What follows belongs to an exercise in optimizing a design on an open flow for small area; a production flow would make more cautious choices. Where RTL was checked, it was by simulation tests only, not by an equivalence proof against the original. Power is estimated from default activity; no workload was simulated.

==> flow/design.v <==
`timescale 1ns/100ps
`default_nettype none
module measure_core (
  input  wire logic        gmii_tx_clk,
  input  wire logic        sys_rst,
  input  wire logic        sec_oneshot,
  input  wire logic [31:0] global_counter,
  input  wire logic [9:0]  rx_in,            
  output logic      [7:0]  gmii_txd,
  output logic             gmii_tx_en,
  output logic      [31:0] rx_pps,
  output logic      [31:0] rx_throughput,
  output logic      [31:0] rx_latency
);
  localparam logic [47:0] OWN_MAC  = 48'h003776_000101;
  localparam logic [31:0] OWN_IPV4 = {8'd10, 8'd0, 8'd21, 8'd105};
  wire       rx_valid  = rx_in[9];
  wire       rx_infr   = rx_in[8];
  wire [7:0] rx_data   = rx_in[7:0];
  wire       beat_byte = rx_valid & rx_infr;
  wire       beat_end  = rx_valid & ~rx_infr;
  logic [15:0] byte_cnt;
  logic        rx_closed;
  logic        stat_done;
  logic        arp_ok;      
  logic        magic_ok;    
  logic [47:0] rx_src_mac;
  logic [31:0] rx_ip;       
  wire       cnt_live = beat_byte & ~rx_closed;
  wire       decide   = cnt_live && (byte_cnt == 16'd51);
  logic      ok_first;    
  logic      ok_byte;     
  logic [7:0] ok_exp;
  always_comb begin
    ok_first = 1'b0;
    ok_byte  = 1'b1;
    ok_exp   = 8'h00;
    case (byte_cnt)
      16'd12: begin ok_first = 1'b1; ok_exp = 8'h08; end
      16'd13: ok_exp = 8'h06;
      16'd20: ok_exp = 8'h00;
      16'd21: ok_exp = 8'h01;
      16'd38: ok_exp = OWN_IPV4[31:24];
      16'd39: ok_exp = OWN_IPV4[23:16];
      16'd40: ok_exp = OWN_IPV4[15:8];
      16'd41: ok_exp = OWN_IPV4[7:0];
      default: ok_byte = 1'b0;
    endcase
  end
  logic      mg_byte;
  logic [7:0] mg_exp;
  always_comb begin
    mg_byte = 1'b1;
    mg_exp  = 8'h00;
    case (byte_cnt)
      16'd42: mg_exp = 8'hcc;
      16'd43: mg_exp = 8'h55;
      16'd44: mg_exp = 8'haa;
      16'd45: mg_exp = 8'h33;
      16'd46: mg_exp = 8'h0f;
      default: mg_byte = 1'b0;
    endcase
  end
  wire in_mac   = (byte_cnt >= 16'd6)  && (byte_cnt < 16'd12);
  wire in_ip    = (byte_cnt >= 16'd28) && (byte_cnt < 16'd32);
  wire in_stamp = (byte_cnt >= 16'd47) && (byte_cnt < 16'd51);
  always_ff @(posedge gmii_tx_clk) begin
    if (cnt_live) begin
      if (ok_byte) arp_ok <= (ok_first | arp_ok) & (rx_data == ok_exp);
      if (mg_byte) magic_ok <= ((byte_cnt == 16'd42) | magic_ok) & (rx_data == mg_exp);
      if (in_mac) rx_src_mac <= {rx_src_mac[39:0], rx_data};
      if (in_ip || (in_stamp && magic_ok)) rx_ip <= {rx_ip[23:0], rx_data};
    end
  end
  always_ff @(posedge gmii_tx_clk) begin
    if (beat_end) begin
    end else if (beat_byte) begin
      byte_cnt <= rx_closed ? 16'd1 : byte_cnt + 16'd1;
    end
  end
  always_ff @(posedge gmii_tx_clk) begin
    if (sys_rst) begin
      rx_closed <= 1'b1;
      stat_done <= 1'b0;
    end else begin
      stat_done <= beat_end && !rx_closed && (byte_cnt != 16'd0);
      if (beat_end)       rx_closed <= 1'b1;
      else if (beat_byte) rx_closed <= 1'b0;
    end
  end
  always_ff @(posedge gmii_tx_clk) begin
    if (sys_rst) begin
      rx_latency <= '0;
    end else if (decide && magic_ok) begin
      rx_latency <= global_counter - rx_ip;
    end
  end
  logic [31:0] pkt_acc;
  logic [31:0] byte_acc;
  always_ff @(posedge gmii_tx_clk) begin
    if (sys_rst) begin
      pkt_acc       <= '0;
      byte_acc      <= '0;
      rx_pps        <= '0;
      rx_throughput <= '0;
    end else if (sec_oneshot) begin
      rx_pps        <= pkt_acc;
      rx_throughput <= byte_acc;
      pkt_acc       <= '0;
      byte_acc      <= '0;
    end else if (stat_done) begin
      pkt_acc  <= pkt_acc + 32'd1;
      byte_acc <= byte_acc + {16'h0, byte_cnt};
    end
  end
  logic        req_valid;
  logic [1:0]  q_count;
  logic [79:0] q_tail;
  logic [79:0] q_head;
  logic        pop;
  wire take = decide && arp_ok && !magic_ok && !q_count[1];
  always_ff @(posedge gmii_tx_clk) begin
    if (take) q_tail <= {rx_src_mac, rx_ip};
    if (pop || q_count == 2'd0) q_head <= q_tail;
  end
  always_ff @(posedge gmii_tx_clk) begin
    if (sys_rst) begin
      req_valid <= 1'b0;
      q_count   <= 2'd0;
    end else begin
      req_valid <= take;
      case ({req_valid, pop})
        2'b10:   q_count <= q_count + 2'd1;
        2'b01:   q_count <= q_count - 2'd1;
        default: q_count <= q_count;
      endcase
    end
  end
  logic [6:0]  tx_cnt;
  logic [47:0] dst_mac;
  logic [31:0] dst_ip;
  logic [31:0] crc_q;
  logic [7:0]  tx_byte;
  assign pop = ~gmii_tx_en & (q_count != 2'd0);
  function automatic logic [7:0] mac_byte(input logic [47:0] m, input logic [2:0] i);
    case (i)
      3'd0:    mac_byte = m[47:40];
      3'd1:    mac_byte = m[39:32];
      3'd2:    mac_byte = m[31:24];
      3'd3:    mac_byte = m[23:16];
      3'd4:    mac_byte = m[15:8];
      default: mac_byte = m[7:0];
    endcase
  endfunction
  always_comb begin
    case (tx_cnt)
      7'd7:  tx_byte = 8'hd5;
      7'd8, 7'd9, 7'd10, 7'd11, 7'd12, 7'd13:
             tx_byte = mac_byte(dst_mac, tx_cnt[2:0]);
      7'd14, 7'd30: tx_byte = OWN_MAC[47:40];
      7'd15, 7'd31: tx_byte = OWN_MAC[39:32];
      7'd16, 7'd32: tx_byte = OWN_MAC[31:24];
      7'd17, 7'd33: tx_byte = OWN_MAC[23:16];
      7'd18, 7'd34: tx_byte = OWN_MAC[15:8];
      7'd19, 7'd35: tx_byte = OWN_MAC[7:0];
      7'd20: tx_byte = 8'h08;
      7'd21: tx_byte = 8'h06;
      7'd22: tx_byte = 8'h00;
      7'd23: tx_byte = 8'h01;
      7'd24: tx_byte = 8'h08;
      7'd25: tx_byte = 8'h00;
      7'd26: tx_byte = 8'h06;
      7'd27: tx_byte = 8'h04;
      7'd28: tx_byte = 8'h00;
      7'd29: tx_byte = 8'h02;
      7'd36: tx_byte = OWN_IPV4[31:24];
      7'd37: tx_byte = OWN_IPV4[23:16];
      7'd38: tx_byte = OWN_IPV4[15:8];
      7'd39: tx_byte = OWN_IPV4[7:0];
      7'd40, 7'd41, 7'd42, 7'd43, 7'd44, 7'd45:
             tx_byte = mac_byte(dst_mac, tx_cnt[2:0]);
      7'd46: tx_byte = dst_ip[31:24];
      7'd47: tx_byte = dst_ip[23:16];
      7'd48: tx_byte = dst_ip[15:8];
      7'd49: tx_byte = dst_ip[7:0];
      7'd68, 7'd69, 7'd70, 7'd71: tx_byte = ~crc_q[7:0];
      default: tx_byte = (tx_cnt < 7'd7) ? 8'h55 : 8'h00;
    endcase
  end
  assign gmii_txd = gmii_tx_en ? tx_byte : 8'h00;
  function automatic logic [31:0] crc_byte(input logic [31:0] c, input logic [7:0] d);
    logic [31:0] r;
    logic        fb;
    r = c;
    for (int i = 0; i < 8; i++) begin
      fb = r[0] ^ d[i];
      r  = r >> 1;
      if (fb) r = r ^ 32'hedb88320;
    end
    crc_byte = r;
  endfunction
  wire       tx_fcs  = (tx_cnt >= 7'd68);
  wire [7:0] crc_din = tx_fcs ? crc_q[7:0] : tx_byte;
  always_ff @(posedge gmii_tx_clk) begin
    if (!gmii_tx_en || tx_cnt < 7'd8) crc_q <= 32'hffffffff;
    else                              crc_q <= crc_byte(crc_q, crc_din);
  end
  always_ff @(posedge gmii_tx_clk) begin
    if (sys_rst) begin
      gmii_tx_en <= 1'b0;
      tx_cnt     <= '0;
    end else if (pop) begin
      gmii_tx_en <= 1'b1;
      tx_cnt     <= '0;
    end else if (gmii_tx_en) begin
      if (tx_cnt == 7'd71) gmii_tx_en <= 1'b0;
      else                 tx_cnt <= tx_cnt + 7'd1;
    end
  end
  always_ff @(posedge gmii_tx_clk) begin
    if (pop) {dst_mac, dst_ip} <= q_head;
  end
endmodule
`default_nettype wire
export LEC_CHECK = 0
export CAP_MARGIN = 20
export CORE_MARGIN = 2
export CORE_UTILIZATION = 40
export SLEW_MARGIN = 20
create_clock -name core_clock -period 5.0 [get_ports {gmii_tx_clk}]
standard.sh (not shown) runs the stock make flow with config.mk's settings and CLKGATE_MAP_FILE= SYNTH_SCRIPT=/design/flow/synth_recipe.tcl, a recipe that flattens the netlist after the stock synthesis.
==> flow/flow/run.sh <==
#!/bin/bash
# Standard layout with small port buffers and a clock tree without dummy loads.
export BUFFER_PORTS_ARGS="-buffer_cell sky130_fd_sc_hd__buf_1"
export CTS_ARGS="-sink_clustering_enable -repair_clock_nets -dont_use_dummy_load -buf_list sky130_fd_sc_hd__clkbuf_8 -sink_clustering_size 16 -sink_clustering_max_diameter 60"
bash standard.sh > standard.log 2>&1
Rerun with:
--- a/flow/design.v
+++ b/flow/design.v
@@ -96,21 +96,28 @@
     end
   end
   logic [31:0] pkt_acc;
-  logic [31:0] byte_acc;
-  always_ff @(posedge gmii_tx_clk) begin
-    if (sys_rst) begin
-      pkt_acc       <= '0;
-      byte_acc      <= '0;
-      rx_pps        <= '0;
-      rx_throughput <= '0;
-    end else if (sec_oneshot) begin
+  logic [15:0] byte_lo;
+  logic [15:0] byte_hi;
+  logic        byte_cy;
+  wire  [16:0] lo_sum = {1'b0, byte_lo} + {1'b0, byte_cnt & {16{stat_done}}};
+  wire  [15:0] hi_sum = byte_hi + {15'h0, byte_cy};
+  always_ff @(posedge gmii_tx_clk) begin
+    if (sys_rst || sec_oneshot) begin
       rx_pps        <= pkt_acc;
-      rx_throughput <= byte_acc;
-      pkt_acc       <= '0;
-      byte_acc      <= '0;
-    end else if (stat_done) begin
-      pkt_acc  <= pkt_acc + 32'd1;
-      byte_acc <= byte_acc + {16'h0, byte_cnt};
+      rx_throughput <= {hi_sum, byte_lo};
+    end
+  end
+  always_ff @(posedge gmii_tx_clk) begin
+    if (sys_rst || sec_oneshot) begin
+      pkt_acc <= '0;
+      byte_lo <= '0;
+      byte_hi <= '0;
+      byte_cy <= 1'b0;
+    end else begin
+      pkt_acc <= pkt_acc + {31'h0, stat_done};
+      byte_lo <= lo_sum[15:0];
+      byte_hi <= hi_sum;
+      byte_cy <= lo_sum[16];
     end
   end
   logic        req_valid;
Effect: Cell count decreases by 4.3%. Area after synthesis decreases by 0.96%. Total power increases by 1.7%. Register-to-register slack gets better by 240 ps. Cell area decreases by 0.95%. Hold slack gets better by 61 ps. Core utilization decreases by 0.17 points. Non-clock buffer count decreases by 5. Routed wire length decreases by 4.4%. First-iteration DRC count decreases by 2.7%.
Function not checked in the second run of this note: the RTL went through the layout flow alone.

afterwards: timing with drivers on the ports:
Ports are ideal in the flow. The routed layouts listed here were re-timed in OpenROAD.
Step 1: set_driving_cell puts a clkbuf_16 on gmii_tx_clk and a buf_2 on each other input, an assumption about the parent block.
Step 2 also shifts input and output timing later by t, the mid clock arrival at the registers, as if the neighbouring blocks saw the same clock.
a / b / c = no drivers / after step 1 / after step 2; a / b = the first two.
| run | shift t [ns] | slack for setup (ns) | worst setup path at the end |
|---|---|---|---|
| the first run | 0.658 | 0.415 / 0.358 / 0.552 | input to register |
| the second run | 0.667 | 0.391 / 0.337 / 1.004 | register to output |
After both steps every run listed still meets setup and hold.
